This design comes from an exercise in tuning for small area and a short achievable clock period on the open sky130 flow, not from production work. No functional check of the RTL was part of any run shown here. Power and IR drop assume default switching activity.

==> flow/design.v (outline; a module is shown in full before it is edited, if it fits) <==
// module koggeStoneAdder: 29 lines
// module partialProductStage: 47 lines
// module adderTreeLevel: 40 lines
// module signedMultiplier: 1730 lines
module signedMultiplier
(
	input  logic          clk,
	input  logic          arstN,
	input  mulPkg::operandPairT   operands,
	output mulPkg::productResultT result
);
  // ...
==> flow/run.sh <==
#!/bin/bash
# synth_recipe.tcl (not shown) runs the flow's synth.tcl, then flattens the netlist and writes it again
# the make line also repeats each setting of config.mk as NAME=value (left out here)
make -C /OpenROAD-flow-scripts/flow DESIGN_CONFIG=/design/flow/config.mk WORK_HOME=/design/flow/orfs CLKGATE_MAP_FILE= SYNTH_SCRIPT=/design/flow/synth_recipe.tcl finish
==> flow/config.mk <==
export PLATFORM = sky130hd
export DESIGN_NAME = signedMultiplier
export DESIGN_NICKNAME = signedMultiplier
export VERILOG_FILES = /design/flow/design.v
export SDC_FILE = /design/flow/constraint.sdc
export NUM_CORES = 4
export LEC_CHECK = 0
export CAP_MARGIN = 20
export CORE_MARGIN = 2
export CORE_UTILIZATION = 40
export SLEW_MARGIN = 20
==> flow/constraint.sdc <==
create_clock -name core_clock -period 4.0 [get_ports {clk}]
set_input_delay 0.8000 -clock core_clock [delete_from_list [all_inputs] [get_ports {clk}]]
set_output_delay 0.8000 -clock core_clock [all_outputs]
set_load 0.01 [all_outputs]
==> metrics.cfg, run 1 <==
[clocking]
path_clk_slew_ps=60
root_buffer=clkbuf_16
postCtsSetupBuffers=0

[finish]
utilization=0.472
n_clock_buffer=64
largest_reg_flops=167
area_growth_pct=16.1
largest_registers=r1_d: 167 flops, r2_d: 87 flops
layout_commonest_cell=dfxtp_1

[grt]
grt_overflow=0
gr-usage-met3=0.0532

[worst_setup_path]
cpPeakStageDelay_ps=470
cp_max_fo=4
crit_cells=11
cp-start-kind=flip-flop
path_cells=ha_1 -> fa_1 -> a21o_1 -> a221oi_2 -> o21ai_0 -> o2111a_1 -> o21ai_0 -> a21oi_1 -> nor3_1 -> o21ai_0 -> xor2_1
crit_start=r2_d[5]
r2r_end=r3_p[43]
critPathArrivalTime_ps=3920

[pwr]
pwr-share-seq=0.333
p_total_mw=22.9

[synth]
synth_ff_type=dfxtp_1
ys_warn_count=1
synth-edff-count=0
synth.most_common_cell=dfxtp_1

[die]
tap_cells=756

[drt]
dr.pass1.iters=6
met1Wirelength_um=25000

[timing]
hold_viol_final=0
layout_setup_ws_ps=552
whs_ps=321
skew_ps=14.4

[worst_hold_path]
hp-class=reg -> reg

[status]
status=timing/DRC/antenna clean

==> run 2, diff against run 1 <==
--- a/flow/config.mk
+++ b/flow/config.mk
@@ -5,7 +5,9 @@
 export SDC_FILE = /design/flow/constraint.sdc
 export NUM_CORES = 4
 export LEC_CHECK = 0
+export ABC_CLOCK_PERIOD_IN_PS = 1700
 export CAP_MARGIN = 20
 export CORE_MARGIN = 2
 export CORE_UTILIZATION = 40
+export SETUP_SLACK_MARGIN = 2.3
 export SLEW_MARGIN = 20
==> metrics.cfg, run 2 <==
[status]
status=timing/DRC/antenna clean  ; unchanged

[die]
die_h_um=244  ; unchanged
start_util=0.406  ; unchanged
row_count=87  ; unchanged
fp.dieArea_um2=59600  ; unchanged
core_um2=56700  ; unchanged
ioPinCount=100  ; unchanged
die_w_um=244  ; unchanged

[grt]
antenna_found_initial=0  ; unchanged
first_global_vias=18100  ; was 16,100
grt_overflow=0  ; unchanged
grt_pass1_wl_um=118000  ; was 90,900 um
grtUsageTotal=0.269  ; was 0.195
grt_max_degree=27  ; unchanged

[timing]
fin_crit_sh=0.712  ; was 0.862
clock.fmax_ghz=0.351  ; was 0.290 GHz
skew_ps=18.7  ; was 14.4 ps
hold_viol_final=0  ; unchanged
fin_setup_tns_ps=0  ; unchanged
slew_headroom=0.381  ; was 0.211
rsz0062_at_grt=true  ; was false
worstMarginPinSlew_ps=920  ; was 1180 ps
finalSetupViolations=0  ; unchanged
maxSlewViolCount=0  ; unchanged
layout_min_cycle_time_ps=2850  ; was 3450 ps

[clocking]
cts_hold_buf=0  ; unchanged
root_buffer=clkbuf_16  ; unchanged
cts_tree=built  ; unchanged
cts_buffers=51  ; was 50
clk_latency_ps=620  ; was 590 ps
cts.htree.levels=2  ; unchanged
cts.path.max_buffers=3  ; unchanged
path_clk_slew_ps=60  ; about the same
cts_sinks=464  ; unchanged

[pwr]
p_int_mw=16.0  ; was 14.5 mW
leakage_nw=13.6  ; was 11.4 nW
switchingPower_mw=10.0  ; was 8.43 mW
ir_drop_v=0.000384  ; was 0.000343 V
p_total_mw=26.0  ; was 22.9 mW
switching_share=0.386  ; was 0.368
clkPwrFrac=0.182  ; was 0.222
p_comb_frac=0.519  ; was 0.445
pwr-share-seq=0.299  ; was 0.333
p_per_area_nw_per_um2=771  ; was 855 nW/um2

[worst_hold_path]
hold_start=r4_p[12]  ; was r4_p[6]
hp-class=reg -> reg  ; unchanged

[synth]
syn_inst=2071  ; unchanged
synth.most_common_cell=dfxtp_1  ; unchanged
synth.area.top_cells=dfxtp_1, fa_1, a22oi_1  ; unchanged
synthesis.nets=2422  ; unchanged
ys_types=50  ; unchanged
syn_area_um2=23100  ; unchanged
synth_ff_type=dfxtp_1  ; unchanged
netlist_top_cells_count=dfxtp_1, a22oi_1, inv_1  ; unchanged
synth-seq-area-share=0.404  ; unchanged
ys_ff_latch=464  ; unchanged
async_flop_share=0.0129  ; unchanged
synth_area_leader_cell=dfxtp_1  ; unchanged
syn_area_per_cell_um2=11.1  ; unchanged
synth-edff-count=0  ; unchanged
ys_warn_count=1  ; unchanged
synth_top_cell_area_share=0.398  ; unchanged

[drt]
drc=0  ; unchanged
drt_iter0_drc=1669  ; was 1,191
ant_nets=0  ; unchanged
viasPerCell=5.46  ; was 5.18
wl_per_cell_um=25.7  ; was 19.7 um
dr.pass1.iters=8  ; was 6
num_vias=17300  ; was 15,200
routed_wl_um=81500  ; was 57,900 um

[finish]
regMostFlops=r1_d  ; unchanged
antenna_cells=0  ; was 1
largest_reg_flops=167  ; unchanged
area_growth_pct=46.2  ; was 16.1%
nets=2720  ; was 2,487
largest_registers=r1_d: 167 flops, r2_d: 87 flops  ; unchanged
layout_commonest_cell=dfxtp_1  ; unchanged
utilization=0.594  ; was 0.472
drive_gt1_frac=0.495  ; was 0.0777
final_cell_mix=dfxtp_1, a22oi_2, xor2_1  ; was dfxtp_1, a22oi_1, inv_1
fill_cells=4319  ; was 5,123

[worst_setup_path]
cp_max_fo=2  ; was 4
crit_start=r2_d[5]  ; unchanged
cp-start-kind=flip-flop  ; unchanged
critPathKind=reg -> reg  ; unchanged
end_kind=flip-flop  ; unchanged
r2r_setup_slack_ps=1150  ; was 550 ps
critPathArrivalTime_ps=3400  ; was 3920 ps
cp.required_ps=4550  ; was 4470 ps
r2r_start=r2_d[5]  ; unchanged

[place]
io_buffers=99  ; unchanged
dp.final_hpwl_um=38800  ; was 38,200 um
gp_congestion=0.820  ; was 0.844

[run]
maxCapViolCount=0  ; unchanged

-- run 2: cell counts after synthesis --
No cell type changed its count.
-- run 2: stage by stage --
step                std cells  setup WS, ps  instance area [um2]  hold WS, ps
floorplan                2071          1490                25800          310
global placement         2801           832                26000          311
detailed placement       2801           822                26000          312
CTS                      3123          1180                32400          313
global route             3165          1010                33700          327
finish                   3165          1150                33700          322
-- run 2: final cells by class --
cell class | instances | area (um2) | share of cell area
Inverter | 243 | 912 | 0.0271
Clock inverter | 22 | 241 | 0.00717
Clock buffer | 71 | 1460 | 0.0434
Timing Repair Buffer | 396 | 5590 | 0.166
Sequential cell | 464 | 9610 | 0.285
Multi-Input combinational cell | 1213 | 14900 | 0.443
Tap cell | 756 | 946 | 0.0281
-- run 2: timing repair --
item	4_1_cts	5_1_grt
cloned	26	4
pin swaps	260	214
setup buffers	203	38
endpoints found under the setup margin	271	265
resized for setup	633	212
-- run 2: path summary, 6_finish.rpt --
path / depth (start not counted) / end
max: 13 / r3_p[47]
min: 0 / r5_p[12]
max reg2reg: 13 / r3_p[47]
min reg2reg: 0 / r5_p[12]
max in group asynchronous: 1 / valid[4]
min in group asynchronous: 1 / valid[3]
-- run 2: kinds of logic after synthesis --
group                      share of synthesized area
and+or+nand+nor                               0.0275
xor gates and xnor gates                       0.134
adders and majority gates                      0.235
buffers and inverters                         0.0643
AOI/OAI and AO/OA                              0.132
DFF                                            0.404
muxes                                        0.00195
-- run 2: power by group through the flow --
| stage | sequential, mW | clock [mW] | combinational (mW) |
|---|---|---|---|
| 2_1_floorplan | 7.56 | 0 | 7.20 |
| 3_3_place_gp | 7.94 | 0 | 10.2 |
| 3_5_place_dp | 7.99 | 0 | 10.4 |
| 4_1_cts | 7.71 | 4.80 | 12.3 |
| 5_1_grt | 7.94 | 5.03 | 14.9 |
| 6_report | 7.76 | 4.73 | 13.5 |
-- run 2: per-layer routing --
layer	track usage	routed length, um
met3	0.0826	8900
met1	0.341	31700
met5	0	0
met4	0.150	5620
met2	0.408	35200
-- run 2: critical path: stages, from the launching register on --
cell and delay, ps:
dfxtp_2 330, ha_4 160, fa_2 340, a21o_1 210, a221oi_4 280, or3_4 200, a211oi_2 70, nor3_2 150
buf_4 150, o211ai_1 80, buf_4 160, a21bo_4 220, o41ai_4 250, o21ba_2 190

==> port drivers added, routing unchanged <==
In the flow no input, the clock included, has a driving cell. The finished layouts below were timed again as built, in two steps. Step 1, drivers: a clkbuf_16 drives clk and a buf_2 each remaining input, both assumed. Step 2 also shifts input and output timing later by t, the mid clock arrival at the registers, as if the neighbouring blocks saw the same clock. Slacks: ideal ports / drivers / drivers and shift; pairs: ideal ports / drivers.
| run | t, ns | slack for setup (ns) | hold WS [ns] | latest minus earliest clock arrival (ns) | cell pins on the clock port's net |
|---|---|---|---|---|---|
| run 1 | 0.645 | 0.552 / 0.552 / 0.552 | 0.321 / 0.321 / 0.321 | 0.014 / 0.015 | 1 |
| run 2 | 0.667 | 1.153 / 1.153 / 1.153 | 0.322 / 0.322 / 0.322 | 0.023 / 0.023 | 1 |
After both steps setup and hold are still met in every run listed.
